Optimization exercise on an open flow, not production practice.
RTL: at most simulated, not proved equivalent.
Power: default activity.

==> flow/config.mk <==
export PLATFORM = sky130hd
export DESIGN_NAME = rational_arith_reduce
export DESIGN_NICKNAME = rational_arith_reduce
export VERILOG_FILES = /design/flow/design.v
export SDC_FILE = /design/flow/constraint.sdc
export NUM_CORES = 4
export LEC_CHECK = 0
export CAP_MARGIN = 20
export CORE_MARGIN = 2
export CORE_UTILIZATION = 55
export SLEW_MARGIN = 20
==> flow/constraint.sdc <==
create_clock -name core_clock -period 15.0 [get_ports {clock}]
set_input_delay 3.0000 -clock core_clock [delete_from_list [all_inputs] [get_ports {clock}]]
set_output_delay 3.0000 -clock core_clock [all_outputs]
set_load 0.01 [all_outputs]
==> flow/design.v <==
package rar_pkg;
   localparam logic [1:0] CMD_ADD = 2'd0;
   localparam logic [1:0] CMD_SUB = 2'd1;
   localparam logic [1:0] CMD_MUL = 2'd2;
   localparam logic [1:0] CMD_DIV = 2'd3;
   localparam int NUM_OUT_WIDTH = 33;
   localparam int DEN_OUT_WIDTH = 32;
   typedef struct packed {
      logic load;
      logic step;
   } div_ctl_type;
endpackage
module rar_cell (
   input  logic                 clock,
   input  rar_pkg::div_ctl_type ctl,
   input  logic                 load_bit,
   input  logic                 r_lo,
   input  logic                 q_lo,
   input  logic                 d_bit,
   input  logic                 borrow_in,
   input  logic                 sub,
   output logic                 r_bit,
   output logic                 q_bit,
   output logic                 borrow_out
);
   logic r_ff;
   logic q_ff;
   logic r_in;
   assign borrow_out = (~r_lo & d_bit) | (~(r_lo ^ d_bit) & borrow_in);
   assign r_in       = sub ? (r_lo ^ d_bit ^ borrow_in) : r_lo;
   always_ff @(posedge clock) begin
      if (ctl.load) begin
         r_ff <= 1'b0;
         q_ff <= load_bit;
      end else if (ctl.step) begin
         r_ff <= r_in;
         q_ff <= q_lo;
      end
   end
   assign r_bit = r_ff;
   assign q_bit = q_ff;
endmodule
module rar_div_row #(
   parameter int WIDTH = 32
) (
   input  logic                 clock,
   input  rar_pkg::div_ctl_type ctl,
   input  logic [WIDTH-1:0]     dividend,
   input  logic [WIDTH-1:0]     divisor,
   output logic [WIDTH-1:0]     quotient
);
   logic [WIDTH-1:0] r;
   logic [WIDTH-1:0] q;
   logic [WIDTH:0]   bw;
   logic             sub;
   assign bw[0] = 1'b0;
   assign sub   = r[WIDTH-1] | ~bw[WIDTH];
   for (genvar i = 0; i < WIDTH; i++) begin : g_cell
      logic r_lo;
      logic q_lo;
      if (i == 0) begin : g_first
         assign r_lo = q[WIDTH-1];
         assign q_lo = sub;
      end else begin : g_rest
         assign r_lo = r[i-1];
         assign q_lo = q[i-1];
      end
      rar_cell u_cell (
         .clock      (clock),
         .ctl        (ctl),
         .load_bit   (dividend[i]),
         .r_lo       (r_lo),
         .q_lo       (q_lo),
         .d_bit      (divisor[i]),
         .borrow_in  (bw[i]),
         .sub        (sub),
         .r_bit      (r[i]),
         .q_bit      (q[i]),
         .borrow_out (bw[i+1])
      );
   end
   assign quotient = q;
endmodule
module rational_arith_reduce #(
   parameter int OPERAND_WIDTH = 16
) (
   input  logic                                  clock,
   input  logic                                  reset,
   input  logic                                  req_tvalid,
   output logic                                  req_tready,
   input  logic [8*((2+4*OPERAND_WIDTH+7)/8)-1:0] req_tdata,
   output logic                                  rsp_tvalid,
   input  logic                                  rsp_tready,
   output logic [71:0]                           rsp_tdata,
   output logic                                  rsp_tuser
);
   localparam int W  = OPERAND_WIDTH;    
   localparam int NW = 2 * W + 1;        
   localparam int UW = 2 * W;            
   localparam int DW = 2 * W - 1;        
   localparam logic [1:0] F_IDLE = 2'd0, F_MUL = 2'd1, F_POST = 2'd2;
   logic [1:0]    fe_st;
   logic [1:0]    cmd_q;
   logic [W-1:0]  xa_q, xb_q;           
   logic [W:0]    q1_q, q2_q;
   logic [W:0]    hn_q;                 
   logic [W-1:0]  hd_q;                 
   logic          sd_q;                 
   logic          err_q;
   logic [2:0]    cnt_q;
   logic          is_add, is_sub, is_mul, is_div;
   assign is_add = (cmd_q == rar_pkg::CMD_ADD);
   assign is_sub = (cmd_q == rar_pkg::CMD_SUB);
   assign is_mul = (cmd_q == rar_pkg::CMD_MUL);
   assign is_div = (cmd_q == rar_pkg::CMD_DIV);
   function automatic logic [2:0] booth(input logic [2:0] b);
      booth[0] = b[1] ^ b[0];
      booth[1] = (b[2] & ~b[1] & ~b[0]) | (~b[2] & b[1] & b[0]);
      booth[2] = b[2];
   endfunction
   function automatic logic [W+1:0] ppsel(input logic [2:0] dg, input logic [W-1:0] x);
      logic [W+1:0] xs;
      xs = {{2{x[W-1]}}, x};
      ppsel = ((dg[0] ? xs : '0) | (dg[1] ? (xs << 1) : '0)) ^ {(W+2){dg[2]}};
   endfunction
   function automatic logic [8:0] digits(input logic [1:0] cmd, input logic sd,
                                         input logic [2:0] b1, input logic [2:0] b2);
      logic [2:0] d1, d2, n1, n2, dd;
      d1 = booth(b1);
      d2 = booth(b2);
      n1 = (cmd == rar_pkg::CMD_MUL) ? d2 : d1;
      n2 = (cmd == rar_pkg::CMD_ADD) ? d2 :
           (cmd == rar_pkg::CMD_SUB) ? {~d2[2], d2[1:0]} : 3'b000;
      dd = (cmd == rar_pkg::CMD_DIV) ? {d2[2] ^ sd, d2[1:0]} : {d1[2] ^ sd, d1[1:0]};
      digits = {n1, n2, dd};
   endfunction
   logic [8:0]    dg_q;
   logic [2:0]    dgn1, dgn2, dgd;
   logic [W+1:0]  ppn1, ppn2, ppd;
   logic [W+2:0]  sumn;
   logic [W+1:0]  sumd;
   logic          in_sd;
   assign {dgn1, dgn2, dgd} = dg_q;
   assign in_sd = req_tdata[2 + 2*W - 1] ^
                  ((req_tdata[1:0] == rar_pkg::CMD_DIV) ? req_tdata[2 + 3*W - 1]
                                                        : req_tdata[2 + 4*W - 1]);
   assign ppn1 = ppsel(dgn1, xa_q);
   assign ppn2 = ppsel(dgn2, xb_q);
   assign ppd  = ppsel(dgd,  xb_q);
   assign sumn = {{2{hn_q[W]}}, hn_q} + {ppn1[W+1], ppn1} + {ppn2[W+1], ppn2}
               + (W+3)'(dgn1[2]) + (W+3)'(dgn2[2]);
   assign sumd = {{2{hd_q[W-1]}}, hd_q} + ppd + (W+2)'(dgd[2]);
   logic [NW-1:0] accn;
   logic [UW-1:0] accd;
   assign accn = {hn_q[W:0], q2_q[W:1]};
   assign accd = {hd_q[W-1:0], q1_q[W:1]};
   logic          special;
   logic          strip;
   logic          fe_rdy;
   logic          hand;
   assign special = err_q | (accn == '0);
   assign strip   = ~special & ~accn[0] & ~accd[0];
   assign fe_rdy  = (fe_st == F_POST) & ~strip;
   logic          rdy_q;
   assign req_tready = rdy_q;
   always_ff @(posedge clock) begin
      if (reset) begin
         fe_st <= F_IDLE;
         rdy_q <= 1'b1;
      end else begin
         if (rdy_q && req_tvalid)
            rdy_q <= 1'b0;
         else if (hand)
            rdy_q <= 1'b1;
         unique case (fe_st)
            F_IDLE:  if (req_tvalid) fe_st <= F_MUL;
            F_MUL:   if (cnt_q == 3'd7) fe_st <= F_POST;
            F_POST:  if (hand) fe_st <= F_IDLE;
            default: fe_st <= F_IDLE;
         endcase
      end
   end
   always_ff @(posedge clock) begin
      unique case (fe_st)
         F_IDLE: begin
            cmd_q <= req_tdata[1:0];
            xa_q  <= req_tdata[2 +: W];
            xb_q  <= req_tdata[2 + W +: W];
            q2_q  <= {req_tdata[2 + 2*W +: W], 1'b0};
            q1_q  <= {req_tdata[2 + 3*W +: W], 1'b0};
            sd_q  <= in_sd;
            dg_q  <= digits(req_tdata[1:0], in_sd, {req_tdata[2 + 3*W +: 2], 1'b0},
                            {req_tdata[2 + 2*W +: 2], 1'b0});
            cnt_q <= '0;
            hn_q  <= '0;
            hd_q  <= '0;
         end
         F_MUL: begin
            if (cnt_q == 3'd0)
               err_q <= (xb_q == '0) || (q1_q == '0) || (is_div && (q2_q == '0));
            dg_q  <= digits(cmd_q, sd_q, q1_q[4:2], q2_q[4:2]);
            q1_q  <= {sumd[1:0], q1_q[W:2]};
            q2_q  <= {sumn[1:0], q2_q[W:2]};
            hd_q  <= sumd[W+1:2];
            hn_q  <= sumn[W+2:2];
            cnt_q <= cnt_q + 1'b1;
         end
         F_POST: begin
            if (strip) begin
               hn_q <= {hn_q[W], hn_q[W:1]};
               q2_q <= {hn_q[0], q2_q[W:1]};
               hd_q <= {1'b0, hd_q[W-1:1]};
               q1_q <= {hd_q[0], q1_q[W:1]};
            end
         end
         default: ;
      endcase
   end
   logic          busy_q, first_q, val_q, lerr_q;
   logic          p_sw_q, p_neg_q, p_sp_q, p_err_q;
   logic [UW-1:0] u_q, v_q;
   logic [NW-1:0] c0n_q, c1n_q;
   logic [DW-1:0] c0d_q, c1d_q;
   logic          step, fin;
   assign step = busy_q & (~val_q | (first_q & ~v_q[0] & ~p_sp_q));
   assign fin  = step & (p_sp_q | done);
   assign hand = fe_rdy & (~busy_q | fin);
   logic          h_sgn, h_sw;
   logic [UW-1:0] h_absn, h_d;
   logic [NW-1:0] h_one;
   assign h_sgn  = accn[NW-1];
   assign h_absn = h_sgn ? UW'(-accn) : accn[UW-1:0];
   assign h_d    = accd;
   assign h_sw   = ~accn[0] | special;
   assign h_one  = {{(NW-1){h_sgn ^ sd_q}}, 1'b1};
   logic [NW-1:0] c0n;
   logic [DW-1:0] c0d;
   assign c0n = first_q ? (p_sw_q ? '0 : {{(NW-1){p_neg_q}}, 1'b1}) : c0n_q;
   assign c0d = first_q ? {{(DW-1){1'b0}}, p_sw_q} : c0d_q;
   logic          vodd, neg, done;
   logic [UW:0]   d1;
   logic [UW-1:0] d2, mag, x;
   logic [1:0]    s;
   logic [UW-1:0] v_next;
   logic [NW-1:0] c1n_sh;
   logic [DW-1:0] c1d_sh;
   logic [UW-1:0] pg_g [0:5];
   logic [UW-1:0] pg_p [0:5];
   logic [UW-1:0] hp, c_lo, c_hi;
   assign hp       = u_q ^ ~v_q;
   assign pg_g[0]  = u_q & ~v_q;
   assign pg_p[0]  = hp;
   for (genvar l = 0; l < 5; l++) begin : g_lvl
      for (genvar i = 0; i < UW; i++) begin : g_bit
         if (((i >> l) & 1) == 1) begin : g_op
            localparam int J = ((i >> (l + 1)) << (l + 1)) + (1 << l) - 1;
            assign pg_g[l+1][i] = pg_g[l][i] | (pg_p[l][i] & pg_g[l][J]);
            assign pg_p[l+1][i] = pg_p[l][i] & pg_p[l][J];
         end else begin : g_pass
            assign pg_g[l+1][i] = pg_g[l][i];
            assign pg_p[l+1][i] = pg_p[l][i];
         end
      end
   end
   assign c_lo = {pg_g[5][UW-2:0], 1'b0};
   assign c_hi = {pg_g[5][UW-2:0] | pg_p[5][UW-2:0], 1'b1};
   assign vodd = v_q[0];
   assign d1   = {pg_g[5][UW-1] | pg_p[5][UW-1], hp ^ c_hi};    
   assign d2   = ~(hp ^ c_lo);                                   
   assign neg  = ~d1[UW];
   assign mag  = neg ? d2 : d1[UW-1:0];
   assign x    = vodd ? mag : v_q;
   assign done = vodd & pg_p[5][UW-1];
   logic [3:1]    xl;
   assign xl   = vodd ? d1[3:1] : v_q[3:1];
   assign s    = xl[1] ? 2'd0 : xl[2] ? 2'd1 : xl[3] ? 2'd2 : 2'd3;
   function automatic logic [UW-1:0] rsh(input logic [UW-1:0] a, input logic [1:0] k);
      logic [UW-1:0] b;
      b = {1'b0, a[UW-1:1]};
      rsh = b >> k;
   endfunction
   assign v_next = rsh(x, s);
   logic [NW-1:0] cmn;
   logic [DW-1:0] cmd_;
   assign cmn    = (vodd & ~neg) ? c0n : c1n_q;
   assign cmd_   = (vodd & ~neg) ? c0d : c1d_q;
   assign c1n_sh = {cmn[NW-2:0], 1'b0} << s;
   assign c1d_sh = {cmd_[DW-2:0], 1'b0} << s;
   always_ff @(posedge clock) begin
      if (reset) begin
         busy_q <= 1'b0;
         val_q  <= 1'b0;
      end else begin
         if (hand)
            busy_q <= 1'b1;
         else if (fin)
            busy_q <= 1'b0;
         if (fin)
            val_q <= 1'b1;
         else if (rsp_tready)
            val_q <= 1'b0;
      end
   end
   always_ff @(posedge clock) begin
      if (step) begin
         if (p_sp_q) begin
            lerr_q <= p_err_q;
            c0n_q  <= c0n;
            c0d_q  <= c0d;
         end else begin
            v_q <= v_next;
            c1n_q <= c1n_sh;
            c1d_q <= c1d_sh;
            if (vodd) begin
               first_q <= 1'b0;
               lerr_q  <= 1'b0;
               u_q     <= neg ? u_q : v_q;
               c0n_q <= first_q ? (p_sw_q ? c1n_q : {{(NW-1){p_neg_q}}, 1'b1})
                                : c0n_q + c1n_q;
               c0d_q <= first_q ? (p_sw_q ? {{(DW-1){1'b0}}, 1'b1} : c1d_q)
                                : c0d_q + c1d_q;
            end
         end
      end
      if (hand) begin
         first_q <= 1'b1;
         p_sw_q  <= h_sw;
         p_neg_q <= h_sgn ^ sd_q;
         p_sp_q  <= special;
         p_err_q <= err_q;
         u_q     <= h_sw ? h_d : h_absn;
         v_q     <= h_sw ? h_absn : h_d;
         c1n_q   <= h_sw ? h_one : '0;
         c1d_q   <= {{(DW-1){1'b0}}, ~h_sw};
      end
   end
   assign rsp_tvalid = val_q;
   assign rsp_tdata  = {7'b0, 1'b0, c0d_q, c0n_q};
   assign rsp_tuser  = lerr_q;
endmodule
==> flow/flow/run.sh <==
#!/bin/bash
# Standard layout (standard synthesis, floorplan, placement, CTS, routing) with
# the timing repair steps asked to leave 10.8 ns of setup slack at the design's
# clock period, so they size the critical paths up, and every port buffered
# with buf_2 rather than the default delay-buffer cell. The make output goes to
# make_finish.log; each ORFS step logs under orfs/logs/.
set -euo pipefail
bash standard.sh SETUP_SLACK_MARGIN=10.8 "BUFFER_PORTS_ARGS=-buffer_cell sky130_fd_sc_hd__buf_2" finish > make_finish.log 2>&1
==> flow/standard.sh <==
#!/bin/bash
# synth_recipe.tcl (not shown) runs the flow's synth.tcl, then flattens the netlist and writes it again
# the make line also repeats each setting of config.mk as NAME=value (left out here)
make -C /OpenROAD-flow-scripts/flow DESIGN_CONFIG=/design/flow/config.mk WORK_HOME=/design/flow/orfs CLKGATE_MAP_FILE= SYNTH_SCRIPT=/design/flow/synth_recipe.tcl "${@:-finish}"
==> results.py, run 1 <==
metrics = {
    "run_status": {
        "outcome": "no timing/DRC/antenna violations",
    },
    "die": {
        "die_width_um": 220,
        "start_util": 0.554,
        "placeableCoreArea_um2": 46300,
        "dieArea_um2": 48300,
        "rows": 79,
        "top_level_ports": 151,
        "die_h_um": 220,
    },
    "drt": {
        "vias": 23300,
        "drc": 0,
        "wirelength_um": 77000,
        "wire_per_inst_um": 21.0,
        "drt-pass1-iter-count": 5,
        "final_antenna_net_count": 0,
        "routed_via_density": 6.36,
        "drtIter0Drc": 1996,
    },
    "global_routing": {
        "grt_first_pass_wirelength_um": 118000,
        "antenna_found_initial": 0,
        "grt_max_degree": 81,
        "grt_pass1_vias": 21600,
        "gr-usage-all-layers": 0.307,
        "grt-ovfl-total": 0,
    },
    "sta": {
        "rsz0062_at_grt": "yes",
        "slew_headroom": 0.325,
        "fmax_mhz": 239,
        "hold-worst-slack_ps": 497,
        "maxSlewViolCount": 0,
        "setup_viol": 0,
        "worst_pin_slew_ps": 1010,
        "finalCriticalPeriod_ps": 4190,
        "hold_violations": 0,
        "period_share": 0.280,
        "finalSetupTns_ps": 0,
        "clock-skew-final_ps": 27.2,
    },
    "synthesis": {
        "async_reset_ff_frac": 0,
        "ys_seq_elements": 318,
        "netlist_area_um2": 25600,
        "yosys.cell_types.count": 86,
        "syn_area_per_cell_um2": 8.86,
        "netlist_instances": 2891,
        "yosysWarnings": 3,
        "ys_seq_area_frac": 0.359,
        "synth_flop_cell": "edfxtp_1",
        "synth_edf_count": 282,
    },
    "clock_tree": {
        "max-clock-path-buffers": 3,
        "cts_tree": "yes",
        "htree_levels": 2,
        "cts_sinks": 318,
        "clk-insertion-delay-late_ps": 590,
        "cts-root-buf": "clkbuf_16",
        "postCtsHoldBufs": 0,
        "clk_pin_slew_ps": 60,
        "numCtsBuffers": 40,
    },
    "worst_setup_path": {
        "path_cells": "buf_2",
        "cp.required_ps": 12000,
        "slowest_delay_ps": 440,
        "start_kind": "flop",
        "crit_buf_inv": 1,
        "crit_type": "flop to output pin",
        "end_kind": "output pin",
        "worstPathArrival_ps": 1190,
        "crit_family": "flip-flops",
        "crit_path_start": "c0d_q[11]",
        "rr_startpoint": "q2_q[11]",
        "cp_max_fo": 2,
        "slowest_stage": "edfxtp_1",
    },
    "power": {
        "cellPowerDensity_nw_per_um2": 256,
        "leakagePower_nw": 11.7,
        "ir_worst_vdd_mv": 0.154,
    },
    "final_layout": {
        "fillers": 4054,
        "num_antenna_cells": 0,
        "area_growth_pct": 14.3,
        "fin_util": 0.633,
        "final_nets": 3272,
        "final_layout_size_suffix_gt1_frac": 0.139,
    },
    "job": {
        "cap_violations": 0,
    },
    "place": {
        "dp_hpwl_um": 52400,
        "gp_congestion": 0.890,
        "place.port_buffers": 136,
    },
    "min_path": {
        "worstHoldStart": "rdy_q",
        "hp-class": "flop to flop",
    },
}
cell families (layout without fill, tap and decap cells):
kind of cell,after synthesis,count (layout),synth area share
AOI/OAI and AO/OA,1056,1056,0.262
and+or+nand+nor,733,736,0.131
buffers and inverters,328,487,0.0516
DFF,318,318,0.359
xor gates and xnor gates,189,189,0.0646
adders and majority gates,165,165,0.0885
muxes,101,101,0.0435
other,1,8,0.000146
registers in the layout, summed over array words and instances (netlist names), 9 cells and up:
name and count:
v_q 32, c0d_q 31, xa_q 16, q2_q 17
hd_q 16, u_q 32, xb_q 16, c1d_q 31
c0n_q 33, q1_q 17, dg_q 9, c1n_q 33
hn_q 17
path summary, 6_finish.rpt:
kind,endpoint,slack [ps],cells after the start
worst max-delay path,rsp_tdata[44],10810,1
worst min-delay path,rdy_q,500,1
worst max register to register,c1n_q[20],10880,14
worst min register to register,rdy_q,500,1
report_power, final:
group | leakage [nW] | switching (W) | internal [W]
Combinational | 8.07 | 0.00286 | 0.00200
Sequential | 3.07 | 0.000283 | 0.00141
Clock | 0.601 | 0.000410 | 0.000539
Total | 11.7 | 0.00355 | 0.00395
cell type report:
type | instances | area (um2) | share of cell area
sequential | 318 | 9190 | 0.314
timing repair buffer | 279 | 2050 | 0.0699
clock buffer | 47 | 1050 | 0.0358
tap | 607 | 759 | 0.0259
multi-input combinational | 2255 | 15500 | 0.529
clock inverter | 24 | 208 | 0.00709
timing repair inverter | 2 | 15.0 | 0.000513
inverter | 135 | 531 | 0.0181
cells in the final DEF (no fill, tap or decap), types with 11 or more instances in the layout:
cell	instances
a21oi_1	322
edfxtp_1	282
nor2_1	242
o21ai_0	235
nand2_1	229
ha_1	136
buf_2	136
inv_1	129
buf_4	121
xnor2_1	109
a22oi_1	97
mux2i_1	91
xor2_1	80
a21o_1	59
o211ai_1	50
nand3_1	46
clkbuf_16	45
a211oi_1	40
dfxtp_1	34
a221o_1	33
nor3_1	29
nor3b_1	29
o22ai_1	27
nand2b_1	26
fa_1	26
a31oi_1	23
nor2b_1	22
nand4_1	18
o31ai_1	17
and3_1	16
or3_1	14
o21bai_1	13
nor4_1	12
o21a_1	11
routing by layer:
metal  vias to the layer above  wire [um]  global-route usage
li1                      11100          -                   -
met2                       854      36600               0.512
met1                     11200      33200               0.417
met5                         -          0                   0
met3                       150       4880              0.0351
met4                         0       2350              0.0996
synthesized netlist by cell type (29+ instances only):
library cell  instances  share of area
a22oi_1             102          0.030
mux2i_1              91          0.036
a221o_1              33          0.013
nand3_1              49         0.0096
clkbuf_1            145          0.021
nor2_1              247          0.036
o211ai_1             50          0.015
nor3_1               31         0.0061
xor2_1               80          0.027
a21o_1               59          0.017
nor3b_1              29         0.0085
ha_1                138          0.067
edfxtp_1            282           0.33
a211oi_1             43          0.013
nand2_1             232          0.034
o21ai_0             238          0.046
a21oi_1             324          0.063
dfxtp_1              36          0.028
inv_1               131          0.019
xnor2_1             109          0.037
stage by stage:
step | instances | power (W) | setup WS (ps) | instance area [um2]
2_1_floorplan | 2898 | 0.00516 | 10830 | 25700
3_3_place_gp | 3480 | 0.00610 | 9250 | 26600
5_1_grt | 3667 | 0.00805 | 10790 | 29300
4_1_cts | 3626 | 0.00729 | 10790 | 28700
3_5_place_dp | 3481 | 0.00619 | 9160 | 26600
6_report | 3667 | 0.00750 | 10810 | 29300
timing repair:
item,4_1_cts,5_1_grt
pin swaps,6,6
gates resized for setup,41,46
setup endpoints to repair,331,202
cloned,7,4
buffers inserted,67,37
Testbench counts, summed over its fixed seeds: cycles 38,469, items 2,400.
==> inputs of run 2 (changes only) <==
--- a/flow/config.mk
+++ b/flow/config.mk
@@ -9,3 +9,5 @@
 export CORE_MARGIN = 2
-export CORE_UTILIZATION = 55
+export CORE_UTILIZATION = 65
+export CTS_CLUSTER_DIAMETER = 120
+export CTS_CLUSTER_SIZE = 22
 export SLEW_MARGIN = 20
==> results.py, run 2 <==
metrics = {
    "run_status": {
        "outcome": "no timing/DRC/antenna violations",
    },
    "power": {
        "p_comb_frac": 0.682,
        "p_seq_frac": 0.239,
        "p_switching_w": 0.00346,
        "p_sw_frac": 0.489,
        "ir_worst_vdd_mv": 0.177,
        "pwr-share-clk": 0.078,
        "cellPowerDensity_nw_per_um2": 252,
        "leakagePower_nw": 11.3,
        "p_int_w": 0.00363,
    },
    "synthesis": {
        "synth_top_area_frac": 0.330,
        "synth.most_common_cell": "a21oi_1",
        "synth_flop_cell": "edfxtp_1",
        "synth_edf_count": 282,
        "synth_commonest_cells": "324 x a21oi_1, 282 x edfxtp_1, 247 x nor2_1, 238 x o21ai_0, 232 x nand2_1",
        "syn_area_per_cell_um2": 8.86,
        "netlist_instances": 2891,
        "synth_top_cell_by_area": "edfxtp_1",
        "ys_seq_area_frac": 0.359,
        "netlist_area_um2": 25600,
        "yosys.cell_types.count": 86,
        "async_reset_ff_frac": 0,
        "synthTopCellsByArea": "edfxtp_1 33%, ha_1 6.7%, a21oi_1 6.3%",
        "ys_seq_elements": 318,
        "yosysWarnings": 3,
    },
    "sta": {
        "clock-skew-final_ps": 34.7,
        "worst_pin_slew_ps": 975,
        "finalSetupTns_ps": 0,
        "fmax_mhz": 238,
        "setup_viol": 0,
        "rsz0062_at_grt": "yes",
        "slew_headroom": 0.349,
        "hold_violations": 0,
        "finalCriticalPeriod_ps": 4200,
        "maxSlewViolCount": 0,
        "period_share": 0.280,
    },
    "worst_setup_path": {
        "worstReg2RegEnd": "c0n_q[32]",
        "rr_startpoint": "c0n_q[0]",
        "cp.required_ps": 12000,
        "start_kind": "flop",
        "cp_max_fo": 2,
        "slowest_stage": "edfxtp_1",
        "rr_worst_depth": 15,
        "slowest_delay_ps": 470,
        "crit_buf_inv": 1,
        "crit_family": "flip-flops",
        "ff2ff_setup_slack_ps": 10900,
        "end_kind": "output pin",
        "crit_type": "flop to output pin",
        "path_cells": "buf_2",
        "worstPathArrival_ps": 1200,
        "cp.depth": 1,
    },
    "global_routing": {
        "grt_max_degree": 85,
        "grt_pass1_vias": 22000,
        "grt_use_met2": 0.575,
        "grt_first_pass_wirelength_um": 114000,
        "grt-ovfl-total": 0,
        "busiest_layer": "met2",
        "met1_usage": 0.450,
        "use_met3": 0.0419,
        "gr-usage-all-layers": 0.341,
        "antenna_found_initial": 3,
    },
    "job": {
        "cap_violations": 0,
    },
    "place": {
        "dp_hpwl_um": 50600,
        "gp_congestion": 0.926,
        "place.port_buffers": 136,
    },
    "clock_tree": {
        "cts-root-buf": "clkbuf_16",
        "numCtsBuffers": 18,
        "cts_sinks": 318,
        "htree_levels": 1,
        "max-clock-path-buffers": 3,
        "cts_tree": "yes",
        "clk_pin_slew_ps": 110,
        "clk-insertion-delay-late_ps": 560,
        "postCtsHoldBufs": 0,
    },
    "min_path": {
        "hp-class": "flop to flop",
        "worstHoldStart": "rdy_q",
        "hold_depth": 1,
        "hold_path_end": "rdy_q",
    },
    "die": {
        "rows": 72,
        "die_h_um": 203,
        "die_width_um": 203,
        "start_util": 0.660,
        "top_level_ports": 151,
        "dieArea_um2": 41000,
        "placeableCoreArea_um2": 38800,
    },
    "final_layout": {
        "fin_util": 0.726,
        "final_nets": 3234,
        "final_layout_size_suffix_gt1_frac": 0.119,
        "layout_common_cells": "322 x a21oi_1, 282 x edfxtp_1, 241 x nor2_1",
        "fillers": 3075,
        "mostFrequentLayoutCell": "a21oi_1",
        "reg_top3": "c0n_q: 33 flops, c1n_q: 33 flops",
        "area_growth_pct": 9.95,
    },
    "drt": {
        "drt-pass1-iter-count": 6,
        "wire_per_inst_um": 21.0,
        "routed_via_density": 6.67,
        "wirelength_um": 74000,
        "vias": 23500,
        "drc": 0,
        "final_antenna_net_count": 0,
        "drtIter0Drc": 2557,
    },
}
==> run 2: changes by cell type in the layout (fill, tap and decap cells not counted), moves of 4 or more <==
cell / before / now
a22oi_1: 97 / 102
a22oi_2: 5 / 0
buf_4: 121 / 108
clkbuf_1: 6 / 11
clkbuf_16: 45 / 23
clkinv_1: 4 / 0
clkinv_2: 5 / 0
clkinv_4: 5 / 0
clkinvlp_4: 6 / 0
inv_6: 5 / 0
==> run 2: through the flow <==
step                power (W)  cell area, um2  hold WS, ps  cells  setup WS (ps)
floorplan             0.00516           25700          426   2898          10830
global placement      0.00602           26500          469   3390           9480
detailed placement    0.00616           26500          481   3390           9400
CTS                   0.00681           27500          505   3464          10780
global route          0.00763           28200          521   3522          10740
finish                0.00709           28200          503   3524          10800
==> run 2: worst max-delay path by stage <==
stage | start | endpoint | slack (ps)
floorplan | v_q[0] | v_q[13] | 10830
global placement | q2_q[4] | c1n_q[10] | 9480
detailed placement | q2_q[4] | c1n_q[17] | 9400
CTS | q2_q[8] | fe_st[0] | 10780
global route | xb_q[1] | hn_q[15] | 10740
finish | c0n_q[5] | rsp_tdata[5] | 10800
==> run 2: per-layer routing <==
metal,vias up,share of wire
li1,11000,-
met1,11100,0.40
met2,1217,0.47
met3,204,0.087
met4,0,0.036
met5,-,0
==> run 2: final cells by class <==
class                      count  area, um2  share of cell area
multi-input combinational   2256      15400               0.548
timing repair inverter         2       12.5            0.000444
clock buffer                  30        517              0.0183
tap                          518        648              0.0230
sequential                   318       9190               0.326
inverter                     135        524              0.0186
timing repair buffer         262       1830              0.0651
antenna                        2       5.00            0.000178
clock inverter                 1       16.3            0.000577
==> run 2: power by group through the flow <==
| stage | logic [W] | registers, W | clock network [W] |
|---|---|---|---|
| floorplan | 0.00356 | 0.00160 | 0 |
| global placement | 0.00428 | 0.00174 | 0 |
| detailed placement | 0.00441 | 0.00175 | 0 |
| CTS | 0.00455 | 0.00170 | 0.000556 |
| global route | 0.00533 | 0.00173 | 0.000580 |
| finish | 0.00484 | 0.00170 | 0.000555 |
==> run 2: cells by family after synthesis <==
family,after synthesis,share of synthesized area
AO/OA/AOI/OAI,1056,0.262
XOR/XNOR,189,0.0646
adder cells (fa/ha/maj),165,0.0885
buffers and inverters,328,0.0516
flip-flops,318,0.359
multiplexers,101,0.0435
other,1,0.000146
AND/OR/NAND/NOR,733,0.131
==> run 2: what timing repair did <==
action                                  CTS  global route
endpoints found under the setup margin  238           217
gates cloned                              5             7
setup buffers                            38            51
resized for setup                        26            45
endpoints found under the hold margin     0             0
pin swaps                                 6             9
==> inputs of run 3 (changes only) <==
--- a/flow/config.mk
+++ b/flow/config.mk
@@ -10,4 +10,4 @@
 export CORE_UTILIZATION = 65
-export CTS_CLUSTER_DIAMETER = 120
-export CTS_CLUSTER_SIZE = 22
+export CTS_CLUSTER_DIAMETER = 100
+export CTS_CLUSTER_SIZE = 20
 export SLEW_MARGIN = 20
==> results.py, run 3 <==
metrics = {
    "run_status": {
        "outcome": "no timing/DRC/antenna violations",
    },
    "clock_tree": {
        "clk_pin_slew_ps": 90,
        "cts_tree": "yes",
        "numCtsBuffers": 20,
        "cts_sinks": 318,
        "htree_levels": 1,
        "postCtsHoldBufs": 0,
        "clk-insertion-delay-late_ps": 550,
        "max-clock-path-buffers": 3,
        "cts-root-buf": "clkbuf_16",
    },
    "drt": {
        "drt-pass1-iter-count": 7,
        "routed_via_density": 6.69,
        "wire_per_inst_um": 21.1,
        "wirelength_um": 74700,
        "wirelength_met1_um": 30100,
        "drtIter0Drc": 2492,
        "top_layer_used": "met5",
        "wl_met3_um": 6360,
        "met2_length_um": 35400,
        "vias": 23700,
        "drc": 0,
        "final_antenna_net_count": 0,
    },
    "place": {
        "place.port_buffers": 136,
        "dp_hpwl_um": 50600,
        "gp_congestion": 0.926,
        "place_ws_ps": 9400,
    },
    "worst_setup_path": {
        "cp.depth": 1,
        "crit_family": "flip-flops",
        "crit_buf_inv": 1,
        "start_kind": "flop",
        "cp.required_ps": 12000,
        "rr_worst_depth": 14,
        "crit_path_start": "c0n_q[17]",
        "slowest_stage": "edfxtp_1",
        "cp-endpoint": "rsp_tdata[17]",
        "rr_startpoint": "q2_q[11]",
        "worstPathArrival_ps": 1180,
        "worstReg2RegEnd": "c1n_q[12]",
        "cp_max_fo": 4,
        "slowest_delay_ps": 450,
        "ff2ff_setup_slack_ps": 10850,
        "end_kind": "output pin",
        "path_cells": "buf_2",
        "crit_type": "flop to output pin",
    },
    "power": {
        "leakagePower_nw": 11.4,
        "cellPowerDensity_nw_per_um2": 252,
        "ir_worst_vdd_mv": 0.175,
    },
    "synthesis": {
        "netlist_instances": 2891,
        "syn_area_per_cell_um2": 8.86,
        "synth_top_area_frac": 0.330,
        "synthTopCellsByArea": "edfxtp_1 33%, ha_1 6.7%, a21oi_1 6.3%",
        "synth.most_common_cell": "a21oi_1",
        "netlist_area_um2": 25600,
        "ys_seq_elements": 318,
        "yosys.cell_types.count": 86,
        "synth_edf_count": 282,
        "synth_commonest_cells": "324 x a21oi_1, 282 x edfxtp_1, 247 x nor2_1, 238 x o21ai_0, 232 x nand2_1",
        "ys_seq_area_frac": 0.359,
        "synth_top_cell_by_area": "edfxtp_1",
        "yosysWarnings": 3,
        "async_reset_ff_frac": 0,
        "synth_flop_cell": "edfxtp_1",
    },
    "die": {
        "placeableCoreArea_um2": 38800,
        "die_width_um": 203,
        "dieArea_um2": 41000,
        "rows": 72,
        "top_level_ports": 151,
        "start_util": 0.660,
        "die_h_um": 203,
    },
    "final_layout": {
        "layout_common_cells": "322 x a21oi_1, 282 x edfxtp_1, 241 x nor2_1",
        "num_antenna_cells": 0,
        "area_growth_pct": 10.5,
        "mostFrequentLayoutCell": "a21oi_1",
        "final_layout_size_suffix_gt1_frac": 0.124,
        "reg_top3": "c0n_q: 33 flops, c1n_q: 33 flops",
        "final_nets": 3253,
    },
    "global_routing": {
        "gr-usage-all-layers": 0.343,
        "grt_max_degree": 85,
        "grt-ovfl-total": 0,
        "grt_pass1_vias": 22100,
        "antenna_found_initial": 1,
        "grt_first_pass_wirelength_um": 115000,
    },
    "sta": {
        "worst_pin_slew_ps": 965,
        "finalCriticalPeriod_ps": 4180,
        "fmax_mhz": 239,
        "setup_viol": 0,
        "setup_slack_ps": 10820,
        "rsz0062_at_grt": "yes",
        "clock-skew-final_ps": 23.7,
        "slew_headroom": 0.355,
        "period_share": 0.279,
        "finalSetupTns_ps": 0,
        "hold_violations": 0,
        "maxSlewViolCount": 0,
    },
    "job": {
        "cap_violations": 0,
    },
    "min_path": {
        "hp-class": "flop to flop",
    },
}
[run 3: cell counts after synthesis]
No cell type changed its count.
[run 3: power breakdown]
part           leakage [nW]  internal, W  switching (W)
Combinational          8.01      0.00197        0.00287
Sequential             3.07      0.00141       0.000282
Clock                 0.289     0.000271       0.000321
[run 3: kinds of logic after synthesis]
group           share of synthesized area
other cells                      0.000146
xor+xnor                           0.0646
fa+ha+maj                          0.0885
mux                                0.0435
simple gates                        0.131
buf+inv                            0.0516
flops                               0.359
compound gates                      0.262
[run 3: worst min path at each step]
stage,depth (start not counted),endpoint,startpoint
2_1_floorplan,0,p_err_q,err_q
3_3_place_gp,1,rdy_q,rdy_q
3_5_place_dp,1,rdy_q,rdy_q
4_1_cts,1,rdy_q,rdy_q
5_1_grt,1,rdy_q,rdy_q
6_report,1,rdy_q,rdy_q
[run 3: what timing repair did]
action / 4_1_cts / 5_1_grt
setup endpoints to repair: 237 / 228
endpoints found under the hold margin: 0 / 0
gates cloned: 4 / 8
pin swaps: 5 / 9
gates resized for setup: 26 / 37
setup buffers: 38 / 68
[run 3: routing by layer]
metal | global-route usage | up-vias
met1 | 0.456 | 11200
met4 | 0.126 | 2
met3 | 0.0401 | 198
met2 | 0.579 | 1247
met5 | 0 | -
li1 | - | 11000
[run 3: final cells by class]
type | instances | area [um2]
clock buffers | 29 | 577
repair buffers | 278 | 1940
multi-input cells | 2257 | 15400
fillers | 3040 | 10500
flip-flops and latches | 318 | 9190
repair inverters | 2 | 12.5
clock inverters | 1 | 20.0
inverters | 135 | 519
well taps | 518 | 648
[run 3: metrics by stage]
stage	util	cells	total power, W	hold slack (ps)	instance area (um2)
finish	0.729	3538	0.00713	499	28300
global route	0.729	3538	0.00767	520	28300
CTS	0.709	3462	0.00685	505	27500
detailed placement	0.682	3390	0.00616	481	26500
global placement	0.682	3390	0.00602	469	26500
floorplan	-	2898	0.00516	426	25700
[run 3: worst reg2reg max path, stage by stage, from the launching register on]
cell and delay, ps:
edfxtp_1 410, or4_4 580, nor3_4 220, nand3_2 140
or2_4 280, or4_4 530, o41ai_4 220, buf_4 200
o31a_1 210, nand2_4 120, inv_8 130, buf_16 180
nor2_4 140, clkbuf_16 240, a221o_1 320
==> inputs of run 4 (changes only) <==
--- a/flow/config.mk
+++ b/flow/config.mk
@@ -12,2 +12,3 @@
 export CTS_CLUSTER_SIZE = 20
+export PLACE_DENSITY = 0.8
 export SLEW_MARGIN = 20
==> results.py, run 4 <==
metrics = {
    "place": {
        "place.port_buffers": 136,
        "dp_hpwl_um": 49800,
        "gp_congestion": 0.983,
        "placed_cell_area_um2": 26500,
        "place_ws_ps": 9150,
    },
    "global_routing": {
        "grt_first_pass_wirelength_um": 114000,
        "grt_pass1_vias": 22300,
        "antenna_found_initial": 0,
        "use_met3": 0.0459,
        "grt_max_degree": 81,
        "grt-ovfl-total": 0,
        "gr-usage-all-layers": 0.341,
        "grt_use_met2": 0.580,
        "met1_usage": 0.441,
        "busiest_layer": "met2",
    },
    "sta": {
        "finalCriticalPeriod_ps": 4190,
        "setup_slack_ps": 10810,
        "rsz0062_at_grt": "yes",
        "hold_violations": 0,
        "clock-skew-final_ps": 28.1,
        "worst_pin_slew_ps": 1220,
        "finalSetupTns_ps": 0,
        "setup_viol": 0,
        "hold-worst-slack_ps": 504,
        "maxSlewViolCount": 0,
        "slew_headroom": 0.182,
        "period_share": 0.279,
        "fmax_mhz": 239,
    },
    "final_layout": {
        "final_area_um2": 28300,
        "final_nets": 3228,
        "fin_util": 0.730,
        "mostFrequentLayoutCell": "a21oi_1",
        "layout_common_cells": "321 x a21oi_1, 282 x edfxtp_1, 241 x nor2_1",
        "area_growth_pct": 10.6,
        "reg_top3": "c0n_q: 33 flops, c1n_q: 33 flops",
        "final_layout_size_suffix_gt1_frac": 0.124,
    },
    "drt": {
        "wirelength_um": 74800,
        "wire_per_inst_um": 21.3,
        "vias": 24000,
        "routed_via_density": 6.82,
        "drtIter0Drc": 3056,
        "drt-pass1-iter-count": 6,
        "drc": 0,
        "final_antenna_net_count": 0,
    },
    "synthesis": {
        "synth_edf_count": 282,
        "async_reset_ff_frac": 0,
        "yosys.cell_types.count": 86,
        "ys_seq_elements": 318,
        "netlist_instances": 2891,
        "syn_area_per_cell_um2": 8.86,
        "synth.most_common_cell": "a21oi_1",
        "synth_top_cell_by_area": "edfxtp_1",
        "ys_seq_area_frac": 0.359,
        "synth_commonest_cells": "324 x a21oi_1, 282 x edfxtp_1, 247 x nor2_1, 238 x o21ai_0, 232 x nand2_1",
        "synthTopCellsByArea": "edfxtp_1 33%, ha_1 6.7%, a21oi_1 6.3%",
        "yosysWarnings": 3,
        "synth_flop_cell": "edfxtp_1",
        "synth_top_area_frac": 0.330,
        "netlist_area_um2": 25600,
    },
    "power": {
        "p_comb_frac": 0.685,
        "p_switching_w": 0.00352,
        "pwr-share-clk": 0.078,
        "p_int_w": 0.00368,
        "ir_worst_vdd_mv": 0.204,
        "leakagePower_nw": 11.3,
        "p_seq_frac": 0.237,
        "cellPowerDensity_nw_per_um2": 254,
        "p_sw_frac": 0.488,
    },
    "worst_setup_path": {
        "worstPathArrival_ps": 1190,
        "cp_max_fo": 3,
        "crit_buf_inv": 1,
        "start_kind": "flop",
        "crit_type": "flop to output pin",
        "cp.required_ps": 12000,
        "crit_family": "flip-flops",
        "slowest_delay_ps": 470,
        "slowest_stage": "edfxtp_1",
        "path_cells": "buf_2",
        "end_kind": "output pin",
    },
    "die": {
        "dieArea_um2": 41000,
        "rows": 72,
        "top_level_ports": 151,
        "die_h_um": 203,
        "placeableCoreArea_um2": 38800,
        "start_util": 0.660,
        "die_width_um": 203,
    },
    "clock_tree": {
        "max-clock-path-buffers": 3,
        "clk_pin_slew_ps": 90,
        "cts_tree": "yes",
        "cts_sinks": 318,
        "htree_levels": 1,
        "postCtsHoldBufs": 0,
        "numCtsBuffers": 19,
        "clk-insertion-delay-late_ps": 550,
        "cts-root-buf": "clkbuf_16",
    },
    "run_status": {
        "outcome": "no timing/DRC/antenna violations",
    },
    "min_path": {
        "hp-class": "flop to flop",
    },
    "job": {
        "cap_violations": 0,
    },
}
==> run 4: area by class of cell <==
type	instances	area, um2
fillers	2885	10500
flip-flops and latches	318	9190
clock buffers	32	534
inverters	135	524
well taps	518	648
repair inverters	2	17.5
multi-input cells	2258	15600
diodes	1	2.50
repair buffers	253	1860
==> run 4: cells by family (layout without fill, tap and decap cells) <==
family / Yosys count / in the layout / synth area share
other: 1 / 9 / 0.000146
XOR/XNOR: 189 / 189 / 0.0646
AND/OR/NAND/NOR: 733 / 737 / 0.131
multiplexers: 101 / 101 / 0.0435
buffers and inverters: 328 / 422 / 0.0516
adder cells (fa/ha/maj): 165 / 165 / 0.0885
flip-flops: 318 / 318 / 0.359
AO/OA/AOI/OAI: 1056 / 1058 / 0.262
==> run 4: path summary, 6_finish.rpt <==
kind	start	end	slack, ps	cells after the start
worst min register to register	rdy_q	rdy_q	500	1
worst max-delay path	c0d_q[29]	rsp_tdata[62]	10810	1
worst min-delay path	rdy_q	rdy_q	500	1
worst max register to register	q2_q[9]	c1n_q[14]	10840	14
==> run 4: per-layer routing <==
layer / up-vias / wire length (um)
met5: - / 0
met1: 11300 / 29100
met4: 0 / 3080
met3: 270 / 7030
met2: 1380 / 35600
li1: 11000 / -
==> run 4: repair_timing <==
| item | 4_1_cts | 5_1_grt |
|---|---|---|
| cloned | 9 | 5 |
| gates resized for setup | 45 | 54 |
| buffers inserted | 31 | 51 |
| endpoints found under the setup margin | 246 | 200 |
| pin swaps | 11 | 18 |
==> run 4: power groups by stage <==
stage | Clock (W) | Combinational (W) | Sequential [W]
2_1_floorplan | 0 | 0.00356 | 0.00160
4_1_cts | 0.000553 | 0.00460 | 0.00170
3_5_place_dp | 0 | 0.00441 | 0.00175
3_3_place_gp | 0 | 0.00424 | 0.00173
5_1_grt | 0.000584 | 0.00538 | 0.00173
6_report | 0.000559 | 0.00494 | 0.00171
==> run 4: metrics by stage <==
stage          cells  total power (W)
2_1_floorplan   2898          0.00516
3_3_place_gp    3388          0.00597
3_5_place_dp    3388          0.00615
4_1_cts         3460          0.00686
5_1_grt         3516          0.00770
6_report        3517          0.00720
==> inputs of run 5 (changes only) <==
--- a/flow/config.mk
+++ b/flow/config.mk
@@ -9,6 +9,6 @@
 export CORE_MARGIN = 2
-export CORE_UTILIZATION = 65
+export CORE_UTILIZATION = 55
 export CTS_CLUSTER_DIAMETER = 100
 export CTS_CLUSTER_SIZE = 20
-export PLACE_DENSITY = 0.8
+export PLACE_DENSITY = 0.75
 export SLEW_MARGIN = 20
==> results.py, run 5 <==
metrics = {
    "global_routing": {
        "grt_max_degree": 87,
        "grt_first_pass_wirelength_um": 112000,
        "antenna_found_initial": 0,
        "gr-usage-all-layers": 0.283,
        "grt-ovfl-total": 0,
        "grt_pass1_vias": 22100,
    },
    "synthesis": {
        "synthTopCellsByArea": "edfxtp_1 33%, ha_1 6.7%, a21oi_1 6.3%",
        "netlist_area_um2": 25600,
        "syn_area_per_cell_um2": 8.86,
        "synth_commonest_cells": "324 x a21oi_1, 282 x edfxtp_1, 247 x nor2_1, 238 x o21ai_0, 232 x nand2_1",
        "ys_seq_area_frac": 0.359,
        "synth_flop_cell": "edfxtp_1",
        "ys_seq_elements": 318,
        "synth_top_area_frac": 0.330,
        "netlist_instances": 2891,
        "synth.most_common_cell": "a21oi_1",
        "async_reset_ff_frac": 0,
        "synth_edf_count": 282,
        "yosys.cell_types.count": 86,
        "synth_top_cell_by_area": "edfxtp_1",
        "yosysWarnings": 3,
    },
    "sta": {
        "finalSetupTns_ps": 0,
        "worst_pin_slew_ps": 1000,
        "setup_viol": 0,
        "hold-worst-slack_ps": 499,
        "clock-skew-final_ps": 20.7,
        "finalCriticalPeriod_ps": 4210,
        "setup_slack_ps": 10790,
        "rsz0062_at_grt": "yes",
        "slew_headroom": 0.332,
        "maxSlewViolCount": 0,
        "fmax_mhz": 237,
        "hold_violations": 0,
        "period_share": 0.281,
    },
    "final_layout": {
        "final_layout_size_suffix_gt1_frac": 0.119,
        "register_area_um2": 9190,
        "final_nets": 3231,
        "num_antenna_cells": 0,
        "area_growth_pct": 10.3,
        "final_area_um2": 28300,
        "multi_input_area_um2": 15400,
        "reg_top3": "c0n_q: 33 flops, c1n_q: 33 flops",
        "mostFrequentLayoutCell": "a21oi_1",
        "fillers": 3937,
        "layout_common_cells": "324 x a21oi_1, 282 x edfxtp_1, 242 x nor2_1",
    },
    "power": {
        "ir_worst_vdd_mv": 0.140,
        "cellPowerDensity_nw_per_um2": 248,
        "leakagePower_nw": 11.3,
    },
    "place": {
        "gp_congestion": 0.954,
        "dp_hpwl_um": 48900,
        "placed_cell_area_um2": 26600,
        "place.port_buffers": 136,
        "place_ws_ps": 9660,
    },
    "drt": {
        "final_antenna_net_count": 0,
        "wire_per_inst_um": 20.1,
        "met2_length_um": 34900,
        "routed_via_density": 6.49,
        "drt-pass1-iter-count": 7,
        "wirelength_met1_um": 28800,
        "drtIter0Drc": 2651,
        "wirelength_um": 72400,
        "wl_met3_um": 6280,
        "vias": 23400,
        "top_layer_used": "met4",
        "drc": 0,
    },
    "clock_tree": {
        "clk_pin_slew_ps": 100,
        "numCtsBuffers": 19,
        "clk-insertion-delay-late_ps": 560,
        "max-clock-path-buffers": 3,
        "postCtsHoldBufs": 0,
        "cts-root-buf": "clkbuf_16",
        "htree_levels": 1,
        "cts_sinks": 318,
        "cts_tree": "yes",
    },
    "worst_setup_path": {
        "start_kind": "flop",
        "ff2ff_setup_slack_ps": 10850,
        "end_kind": "output pin",
        "cp.required_ps": 12000,
        "slowest_stage": "edfxtp_1",
        "crit_type": "flop to output pin",
        "path_cells": "buf_2",
        "crit_buf_inv": 1,
        "cp_max_fo": 4,
        "crit_family": "flip-flops",
        "worstPathArrival_ps": 1210,
        "slowest_delay_ps": 480,
    },
    "die": {
        "die_h_um": 220,
        "rows": 79,
        "dieArea_um2": 48300,
        "top_level_ports": 151,
        "placeableCoreArea_um2": 46300,
        "die_width_um": 220,
        "start_util": 0.554,
    },
    "min_path": {
        "hp-class": "flop to flop",
    },
    "job": {
        "cap_violations": 0,
    },
    "run_status": {
        "outcome": "no timing/DRC/antenna violations",
    },
}
[run 5: cells by family (layout without fill, tap and decap cells)]
| family | count (synthesis) | after routing | share of synthesized area |
|---|---|---|---|
| compound gates | 1056 | 1057 | 0.262 |
| fa+ha+maj | 165 | 165 | 0.0885 |
| buf+inv | 328 | 429 | 0.0516 |
| flops | 318 | 318 | 0.359 |
| simple gates | 733 | 735 | 0.131 |
| mux | 101 | 101 | 0.0435 |
| other cells | 1 | 8 | 0.000146 |
| xor+xnor | 189 | 189 | 0.0646 |
[run 5: timing repair]
item / CTS / global route
pin swaps: 4 / 8
cloned: 3 / 5
setup buffers: 37 / 54
gates resized for setup: 30 / 40
endpoints found under the setup margin: 312 / 197
[run 5: path summary, 6_finish.rpt]
| check | start | to | cells past startpoint |
|---|---|---|---|
| worst max-delay path | c0n_q[9] | rsp_tdata[9] | 1 |
| worst min-delay path | rdy_q | rdy_q | 1 |
| worst max register to register | q2_q[11] | c1n_q[13] | 13 |
| worst min register to register | rdy_q | rdy_q | 1 |
[run 5: per-stage QoR]
step                       util  total power, W  std cells
after CTS                 0.596         0.00675       3550
final                     0.611         0.00700       3609
after global routing      0.611         0.00754       3609
after floorplan               -         0.00516       2898
after detailed placement  0.575         0.00611       3477
after global placement    0.575         0.00595       3477
[run 5: routing by layer]
metal,vias to the layer above,GRT usage
li1,11000,-
met1,11000,0.366
met2,1172,0.491
met3,202,0.0342
met4,0,0.0962
met5,-,0
[run 5: power by group]
| group | leakage [nW] | switching (W) | internal [W] |
|---|---|---|---|
| combinational | 7.93 | 0.00279 | 0.00195 |
| sequential | 3.07 | 0.000282 | 0.00141 |
| clock | 0.257 | 0.000313 | 0.000246 |
| total | 11.3 | 0.00339 | 0.00361 |
[run 5: layout make-up]
| type | count | area share |
|---|---|---|
| clock buffers | 33 | 0.0190 |
| inverters | 135 | 0.0183 |
| multi-input cells | 2255 | 0.546 |
| flip-flops and latches | 318 | 0.325 |
| well taps | 607 | 0.0269 |
| repair buffers | 260 | 0.0645 |
| repair inverters | 1 | 0.000177 |
==> inputs of run 6 (changes only) <==
--- a/flow/config.mk
+++ b/flow/config.mk
@@ -12,3 +12,2 @@
 export CTS_CLUSTER_SIZE = 20
-export PLACE_DENSITY = 0.75
 export SLEW_MARGIN = 20
==> results.py, run 6 <==
metrics = {
    "place": {
        "dp_hpwl_um": 52400,
        "placed_cell_area_um2": 26600,
        "place_ws_ps": 9160,
        "place.port_buffers": 136,
        "gp_congestion": 0.890,
    },
    "global_routing": {
        "grt_pass1_vias": 21500,
        "grt-ovfl-total": 0,
        "antenna_found_initial": 1,
        "grt_first_pass_wirelength_um": 117000,
        "grt_max_degree": 81,
        "gr-usage-all-layers": 0.304,
    },
    "clock_tree": {
        "htree_levels": 1,
        "max-clock-path-buffers": 3,
        "cts_tree": "yes",
        "cts_sinks": 318,
        "cts-root-buf": "clkbuf_16",
        "clk_pin_slew_ps": 100,
        "postCtsHoldBufs": 0,
        "numCtsBuffers": 19,
        "clk-insertion-delay-late_ps": 560,
    },
    "synthesis": {
        "ys_seq_area_frac": 0.359,
        "yosysWarnings": 3,
        "async_reset_ff_frac": 0,
        "synth_edf_count": 282,
        "netlist_area_um2": 25600,
        "synth_top_family_by_area": "compound AO/OA/AOI/OAI gates",
        "synth_top_cell_by_area": "edfxtp_1",
        "synth_commonest_cells": "324 x a21oi_1, 282 x edfxtp_1, 247 x nor2_1, 238 x o21ai_0, 232 x nand2_1",
        "synth_flop_cell": "edfxtp_1",
        "ys_seq_elements": 318,
        "netlist_instances": 2891,
        "synth_compound_area_frac": 0.262,
        "synthTopCellsByArea": "edfxtp_1 33%, ha_1 6.7%, a21oi_1 6.3%",
        "yosys.cell_types.count": 86,
        "synth.most_common_cell": "a21oi_1",
        "synth_top_area_frac": 0.330,
        "synth_simple_gate_area_frac": 0.131,
        "synth_xor_area_frac": 0.0646,
        "muxShareOfSynthArea": 0.0435,
        "syn_area_per_cell_um2": 8.86,
        "synth_fa_ha_area_frac": 0.0885,
    },
    "sta": {
        "slew_headroom": 0.350,
        "period_share": 0.278,
        "finalSetupTns_ps": 0,
        "finalCriticalPeriod_ps": 4180,
        "rsz0062_at_grt": "yes",
        "fmax_mhz": 239,
        "hold_violations": 0,
        "clock-skew-final_ps": 17.0,
        "setup_viol": 0,
        "worst_pin_slew_ps": 972,
        "setup_slack_ps": 10820,
        "maxSlewViolCount": 0,
    },
    "final_layout": {
        "area_growth_pct": 11.8,
        "layout_common_cells": "323 x a21oi_1, 282 x edfxtp_1, 242 x nor2_1",
        "num_antenna_cells": 0,
        "fillers": 4128,
        "final_nets": 3263,
        "fin_util": 0.619,
        "final_area_um2": 28700,
        "mostFrequentLayoutCell": "a21oi_1",
        "reg_top3": "c0n_q: 33 flops, c1n_q: 33 flops",
        "final_layout_size_suffix_gt1_frac": 0.128,
    },
    "worst_setup_path": {
        "cp.required_ps": 12000,
        "path_cells": "buf_2",
        "cp.depth": 1,
        "end_kind": "output pin",
        "slowest_stage": "edfxtp_1",
        "rr_startpoint": "q2_q[11]",
        "crit_type": "flop to output pin",
        "crit_buf_inv": 1,
        "cp_max_fo": 2,
        "start_kind": "flop",
        "worstPathArrival_ps": 1180,
        "slowest_delay_ps": 450,
        "crit_family": "flip-flops",
        "crit_path_start": "c0d_q[25]",
        "rr_worst_depth": 14,
    },
    "drt": {
        "final_antenna_net_count": 0,
        "drc": 0,
        "drtIter0Drc": 1995,
        "drt-pass1-iter-count": 6,
        "wire_per_inst_um": 21.2,
        "routed_via_density": 6.39,
        "vias": 23300,
        "wirelength_um": 77300,
    },
    "min_path": {
        "hp-class": "flop to flop",
        "worstHoldStart": "rdy_q",
        "hold_depth": 1,
    },
    "power": {
        "leakagePower_nw": 11.5,
        "cellPowerDensity_nw_per_um2": 248,
        "total_power_w": 0.00712,
        "ir_worst_vdd_mv": 0.156,
    },
    "run_status": {
        "outcome": "no timing/DRC/antenna violations",
    },
    "job": {
        "cap_violations": 0,
    },
    "die": {
        "top_level_ports": 151,
        "die_width_um": 220,
        "rows": 79,
        "start_util": 0.554,
        "die_h_um": 220,
        "dieArea_um2": 48300,
        "placeableCoreArea_um2": 46300,
    },
}
run 6: layer usage:
metal | vias to the layer above | wire length [um] | GRT usage
met4 | 0 | 2140 | 0.0924
met1 | 11200 | 33200 | 0.416
met3 | 124 | 4970 | 0.0261
li1 | 11100 | - | -
met2 | 891 | 37000 | 0.513
met5 | - | 0 | 0
run 6: where the power goes:
| group | switching, W | total (W) | leakage, nW | internal [W] |
|---|---|---|---|---|
| registers | 0.000276 | 0.00169 | 3.07 | 0.00141 |
| clock network | 0.000321 | 0.000562 | 0.254 | 0.000242 |
| logic | 0.00287 | 0.00487 | 8.15 | 0.00200 |
run 6: cell families (layout without fill, tap and decap cells):
| kind of cell | count (synthesis) | in the layout |
|---|---|---|
| xor+xnor | 189 | 189 |
| buf+inv | 328 | 461 |
| compound gates | 1056 | 1056 |
| flops | 318 | 318 |
| mux | 101 | 101 |
| fa+ha+maj | 165 | 165 |
| simple gates | 733 | 736 |
| other cells | 1 | 8 |
run 6: area by class of cell:
| class | instances | area, um2 | area share |
|---|---|---|---|
| Clock buffer | 32 | 524 | 0.0183 |
| Multi-Input combinational cell | 2255 | 15400 | 0.539 |
| Timing Repair inverter | 2 | 15.0 | 0.000524 |
| Tap cell | 607 | 759 | 0.0265 |
| Clock inverter | 1 | 8.76 | 0.000306 |
| Sequential cell | 318 | 9190 | 0.321 |
| Timing Repair Buffer | 291 | 2180 | 0.0761 |
| Inverter | 135 | 528 | 0.0184 |
run 6: path summary, 6_finish.rpt:
path | endpoint | slack, ps
worst max-delay path | rsp_tdata[58] | 10820
worst min-delay path | rdy_q | 510
worst max register to register | c1n_q[9] | 10890
worst min register to register | rdy_q | 510
run 6: metrics by stage:
step           std cells  hold slack [ps]
6_report            3641              505
5_1_grt             3641              528
4_1_cts             3599              505
3_5_place_dp        3481              480
3_3_place_gp        3480              468
2_1_floorplan       2898              426
run 6: what timing repair did:
item,4_1_cts,5_1_grt
setup endpoints to repair,340,193
endpoints found under the hold margin,0,0
gates cloned,7,7
pin swaps,7,8
gates resized for setup,41,38
buffers inserted,78,35
==> inputs of run 7 (changes only) <==
--- a/flow/config.mk
+++ b/flow/config.mk
@@ -9,5 +9,5 @@
 export CORE_MARGIN = 2
-export CORE_UTILIZATION = 55
+export CORE_UTILIZATION = 60
 export CTS_CLUSTER_DIAMETER = 100
-export CTS_CLUSTER_SIZE = 20
+export CTS_CLUSTER_SIZE = 24
 export SLEW_MARGIN = 20
==> results.py, run 7 <==
metrics = {
    "place": {
        "gp_congestion": 0.962,
        "place.port_buffers": 136,
        "place_inst": 3411,
        "dp_hpwl_um": 51700,
    },
    "global_routing": {
        "grt_max_degree": 87,
        "gr-usage-all-layers": 0.330,
        "grt-ovfl-total": 0,
        "grt_pass1_vias": 21800,
        "antenna_found_initial": 1,
        "grt_first_pass_wirelength_um": 117000,
    },
    "clock_tree": {
        "postCtsHoldBufs": 0,
        "clk-insertion-delay-late_ps": 560,
        "clk_pin_slew_ps": 110,
        "cts_sinks": 318,
        "max-clock-path-buffers": 3,
        "cts_tree": "yes",
        "cts-root-buf": "clkbuf_16",
        "htree_levels": 1,
        "numCtsBuffers": 17,
    },
    "sta": {
        "clock-skew-final_ps": 20.5,
        "finalCriticalPeriod_ps": 4190,
        "setup_viol": 0,
        "hold_violations": 0,
        "rsz0062_at_grt": "yes",
        "worst_pin_slew_ps": 1040,
        "slew_headroom": 0.303,
        "maxSlewViolCount": 0,
        "finalSetupTns_ps": 0,
        "period_share": 0.279,
        "fmax_mhz": 239,
    },
    "die": {
        "placeableCoreArea_um2": 42000,
        "start_util": 0.610,
        "die_h_um": 211,
        "dieArea_um2": 44400,
        "rows": 75,
        "die_width_um": 211,
        "top_level_ports": 151,
    },
    "worst_setup_path": {
        "rr_startpoint": "q2_q[11]",
        "slowest_stage": "edfxtp_1",
        "crit_type": "flop to output pin",
        "cp.required_ps": 12000,
        "end_kind": "output pin",
        "worstReg2RegEnd": "c1n_q[18]",
        "rr_worst_depth": 14,
        "worstPathArrival_ps": 1190,
        "crit_family": "flip-flops",
        "cp_max_fo": 2,
        "slowest_delay_ps": 440,
        "crit_buf_inv": 1,
        "path_cells": "buf_2",
        "start_kind": "flop",
        "ff2ff_setup_slack_ps": 10850,
    },
    "drt": {
        "wire_per_inst_um": 21.6,
        "drt-pass1-iter-count": 5,
        "drc": 0,
        "drtIter0Drc": 2645,
        "vias": 23500,
        "wirelength_um": 76600,
        "routed_via_density": 6.60,
        "final_antenna_net_count": 0,
    },
    "final_layout": {
        "final_layout_size_suffix_gt1_frac": 0.128,
        "mostFrequentLayoutCell": "a21oi_1",
        "area_growth_pct": 10.5,
        "layout_common_cells": "321 x a21oi_1, 282 x edfxtp_1, 242 x nor2_1",
        "reg_top3": "c0n_q: 33 flops, c1n_q: 33 flops",
        "layout.cells.non_filler": 3554,
        "final_nets": 3245,
        "fillers": 3428,
    },
    "power": {
        "p_sw_frac": 0.492,
        "pwr-share-clk": 0.078,
        "p_comb_frac": 0.684,
        "p_seq_frac": 0.238,
        "p_int_w": 0.00362,
        "ir_worst_vdd_mv": 0.193,
        "p_switching_w": 0.00351,
        "cellPowerDensity_nw_per_um2": 252,
        "leakagePower_nw": 11.3,
        "total_power_w": 0.00714,
    },
    "synthesis": {
        "synth_flop_cell": "edfxtp_1",
        "synth_top_area_frac": 0.330,
        "synth.most_common_cell": "a21oi_1",
        "syn_area_per_cell_um2": 8.86,
        "ys_seq_area_frac": 0.359,
        "netlist_area_um2": 25600,
        "yosys.cell_types.count": 86,
        "synth_top_cell_by_area": "edfxtp_1",
        "synthTopCellsByArea": "edfxtp_1 33%, ha_1 6.7%, a21oi_1 6.3%",
        "yosysWarnings": 3,
        "synth_commonest_cells": "324 x a21oi_1, 282 x edfxtp_1, 247 x nor2_1, 238 x o21ai_0, 232 x nand2_1",
        "netlist_instances": 2891,
        "ys_seq_elements": 318,
        "async_reset_ff_frac": 0,
        "synth_edf_count": 282,
    },
    "run_status": {
        "outcome": "no timing/DRC/antenna violations",
    },
    "min_path": {
        "hp-class": "flop to flop",
        "worstHoldStart": "rdy_q",
        "hold_path_end": "rdy_q",
        "hold_depth": 1,
    },
    "job": {
        "cap_violations": 0,
    },
}
## run 7: area by class of cell
cell class | instances | area [um2] | share of cell area
multi-input combinational | 2256 | 15500 | 0.547
sequential | 318 | 9190 | 0.325
timing repair buffer | 276 | 1920 | 0.0677
tap | 539 | 674 | 0.0238
inverter | 135 | 514 | 0.0182
clock buffer | 26 | 479 | 0.0169
clock inverter | 3 | 43.8 | 0.00155
antenna | 1 | 2.50 | 0.0000884
## run 7: power groups by stage
stage	Clock, W	Sequential, W	Combinational (W)
floorplan	0	0.00160	0.00356
CTS	0.000563	0.00169	0.00461
global route	0.000591	0.00173	0.00537
global placement	0	0.00174	0.00433
finish	0.000557	0.00170	0.00488
detailed placement	0	0.00175	0.00445
## run 7: how the worst max path moves through the flow
stage	start	end	slack [ps]	depth (start not counted)
global route	u_q[0]	v_q[7]	10740	12
detailed placement	q2_q[4]	c1n_q[18]	9210	12
CTS	q2_q[11]	c1n_q[18]	10800	14
global placement	q2_q[4]	c1n_q[16]	9280	12
finish	c0d_q[23]	rsp_tdata[56]	10810	1
floorplan	v_q[0]	v_q[13]	10830	18
## run 7: what timing repair did
action                                  in CTS  in global routing
setup buffers                               49                 56
endpoints found under the setup margin     266                223
pin swaps                                    6                  4
gates cloned                                 5                  3
gates resized for setup                     24                 55
## run 7: through the flow
step           instance area [um2]  hold slack, ps  worst slack (ps)   util
3_3_place_gp                 26500             468              9280  0.631
2_1_floorplan                25700             426             10830      -
4_1_cts                      27600             498             10800  0.657
6_report                     28300             496             10810  0.673
5_1_grt                      28300             513             10740  0.673
3_5_place_dp                 26500             474              9210  0.631
## run 7: layer usage
layer  up-vias  part of all wire  track usage
li1      11000                 -            -
met3       173             0.072       0.0337
met1     11300              0.42        0.445
met4         0             0.033        0.114
met2       966              0.48        0.555
met5         -                 0            0
## run 7: kinds of logic (layout without fill, tap and decap cells)
| logic type | count (synthesis) | in the layout | synth area share |
|---|---|---|---|
| AOI/OAI and AO/OA | 1056 | 1057 | 0.262 |
| xor gates and xnor gates | 189 | 189 | 0.0646 |
| adders and majority gates | 165 | 165 | 0.0885 |
| buffers and inverters | 328 | 440 | 0.0516 |
| DFF | 318 | 318 | 0.359 |
| muxes | 101 | 101 | 0.0435 |
| other | 1 | 9 | 0.000146 |
| and+or+nand+nor | 733 | 736 | 0.131 |
==> inputs of run 8 (changes only) <==
--- a/flow/config.mk
+++ b/flow/config.mk
@@ -9,3 +9,3 @@
 export CORE_MARGIN = 2
-export CORE_UTILIZATION = 60
+export CORE_UTILIZATION = 70
 export CTS_CLUSTER_DIAMETER = 100
==> results.py, run 8 <==
metrics = {
    "global_routing": {
        "grt_max_degree": 81,
        "grt-ovfl-total": 0,
        "gr-usage-all-layers": 0.367,
        "grt_first_pass_wirelength_um": 114000,
        "antenna_found_initial": 2,
        "grt_pass1_vias": 22100,
    },
    "die": {
        "top_level_ports": 151,
        "die_h_um": 195,
        "placeableCoreArea_um2": 36300,
        "die_width_um": 195,
        "start_util": 0.705,
        "dieArea_um2": 38200,
    },
    "clock_tree": {
        "cts_sinks": 318,
        "postCtsHoldBufs": 0,
        "cts-root-buf": "clkbuf_16",
        "clk_pin_slew_ps": 100,
        "htree_levels": 1,
        "max-clock-path-buffers": 3,
    },
    "synthesis": {
        "ys_seq_area_frac": 0.359,
        "netlist_area_um2": 25600,
        "synth.most_common_cell": "a21oi_1",
        "syn_area_per_cell_um2": 8.86,
        "synth_top_cell_by_area": "edfxtp_1",
        "synth_edf_count": 282,
        "ys_seq_elements": 318,
        "netlist_instances": 2891,
        "synth_commonest_cells": "324 x a21oi_1, 282 x edfxtp_1, 247 x nor2_1, 238 x o21ai_0, 232 x nand2_1",
        "yosysWarnings": 3,
        "async_reset_ff_frac": 0,
        "synthTopCellsByArea": "edfxtp_1 33%, ha_1 6.7%, a21oi_1 6.3%",
        "yosys.cell_types.count": 86,
    },
    "sta": {
        "hold_violations": 0,
        "period_share": 0.284,
        "rsz0062_at_grt": "yes",
        "fmax_mhz": 235,
        "clock-skew-final_ps": 22.3,
        "finalCriticalPeriod_ps": 4260,
        "worst_pin_slew_ps": 1020,
        "finalSetupTns_ps": 0,
        "slew_headroom": 0.318,
        "maxSlewViolCount": 0,
    },
    "run_status": {
        "outcome": "no timing/DRC/antenna violations",
    },
    "power": {
        "cellPowerDensity_nw_per_um2": 260,
        "ir_worst_vdd_mv": 0.174,
    },
    "final_layout": {
        "mostFrequentLayoutCell": "a21oi_1",
        "final_area_um2": 28000,
        "layout_common_cells": "322 x a21oi_1, 282 x edfxtp_1, 241 x nor2_1",
        "final_layout_size_suffix_gt1_frac": 0.117,
        "final_nets": 3205,
        "reg_top3": "c0n_q: 33 flops, c1n_q: 33 flops",
        "area_growth_pct": 9.27,
    },
    "drt": {
        "drtIter0Drc": 2730,
        "routed_via_density": 6.91,
        "wire_per_inst_um": 21.8,
        "final_antenna_net_count": 0,
        "vias": 23800,
        "drt-pass1-iter-count": 8,
        "wirelength_um": 75100,
    },
    "worst_setup_path": {
        "rr_worst_depth": 17,
        "cp_max_fo": 3,
        "crit_type": "flop to flop",
        "start_kind": "flop",
        "end_kind": "flop",
        "worstPathArrival_ps": 4500,
        "cp.required_ps": 15240,
    },
    "place": {
        "gp_congestion": 0.954,
        "placed_cell_area_um2": 26400,
        "dp_hpwl_um": 49800,
        "place.port_buffers": 136,
    },
    "min_path": {
        "hp-class": "flop to flop",
        "hold_depth": 1,
    },
}
-- run 8: cell counts after synthesis --
No cell type changed its count.
-- run 8: cells by family (layout without fill, tap and decap cells) --
kind of cell	after synthesis	after routing	synth area share
other cells	1	9	0.000146
xor+xnor	189	189	0.0646
buf+inv	328	398	0.0516
compound gates	1056	1057	0.262
fa+ha+maj	165	165	0.0885
mux	101	101	0.0435
simple gates	733	737	0.131
flops	318	318	0.359
-- run 8: final cells by class --
type                            instances  area, um2
Clock buffer                           27        484
Fill cell                            2541       8350
Timing Repair inverter                  2       12.5
Antenna cell                            1       2.50
Tap cell                              468        586
Timing Repair Buffer                  233       1620
Clock inverter                          1       16.3
Sequential cell                       318       9190
Multi-Input combinational cell       2257      15600
Inverter                              135        522
-- run 8: per-stage QoR --
step	util	instances	total power (W)	setup slack, ps	hold slack [ps]
after global placement	0.726	3336	0.00602	9490	468
after floorplan	-	2898	0.00516	10830	426
final	0.770	3442	0.00729	10740	509
after CTS	0.752	3399	0.00683	10800	507
after global routing	0.770	3442	0.00778	10670	537
after detailed placement	0.726	3336	0.00618	9480	481
-- run 8: worst max-delay path, cell delays in order (launching register included) --
cell,delay (ps)
edfxtp_1,500
buf_4,190
a22oi_2,170
xor2_1,240
fa_1,480
inv_1,80
ha_1,260
nor2b_1,150
o21ai_1,200
a21boi_1,150
o21ai_0,280
nand2b_1,180
a31o_2,310
a41oi_2,240
a21oi_1,100
a21o_1,220
xnor2_1,120
o21ai_0,90
-- run 8: path summary, 6_finish.rpt --
path / from / end / slack [ps]
min reg2reg: rdy_q / rdy_q / 510
min: rdy_q / rdy_q / 510
max reg2reg: xb_q[1] / hn_q[14] / 10740
max: xb_q[1] / hn_q[14] / 10740
-- run 8: report_power, final --
part | switching [W] | internal, W
Combinational | 0.00300 | 0.00205
Clock | 0.000309 | 0.000227
Sequential | 0.000296 | 0.00141
Total | 0.00360 | 0.00369
-- run 8: routing by layer --
layer	part of all wire	GRT usage	vias to the layer above
met5	0	0	-
met4	0.045	0.164	0
met3	0.097	0.0461	245
met2	0.47	0.614	1377
met1	0.39	0.481	11200
li1	-	-	10900
-- run 8: repair_timing --
item	CTS	global route
buffers inserted	30	34
endpoints found under the setup margin	239	150
gates resized for setup	29	56
gates cloned	5	6
pin swaps	6	22
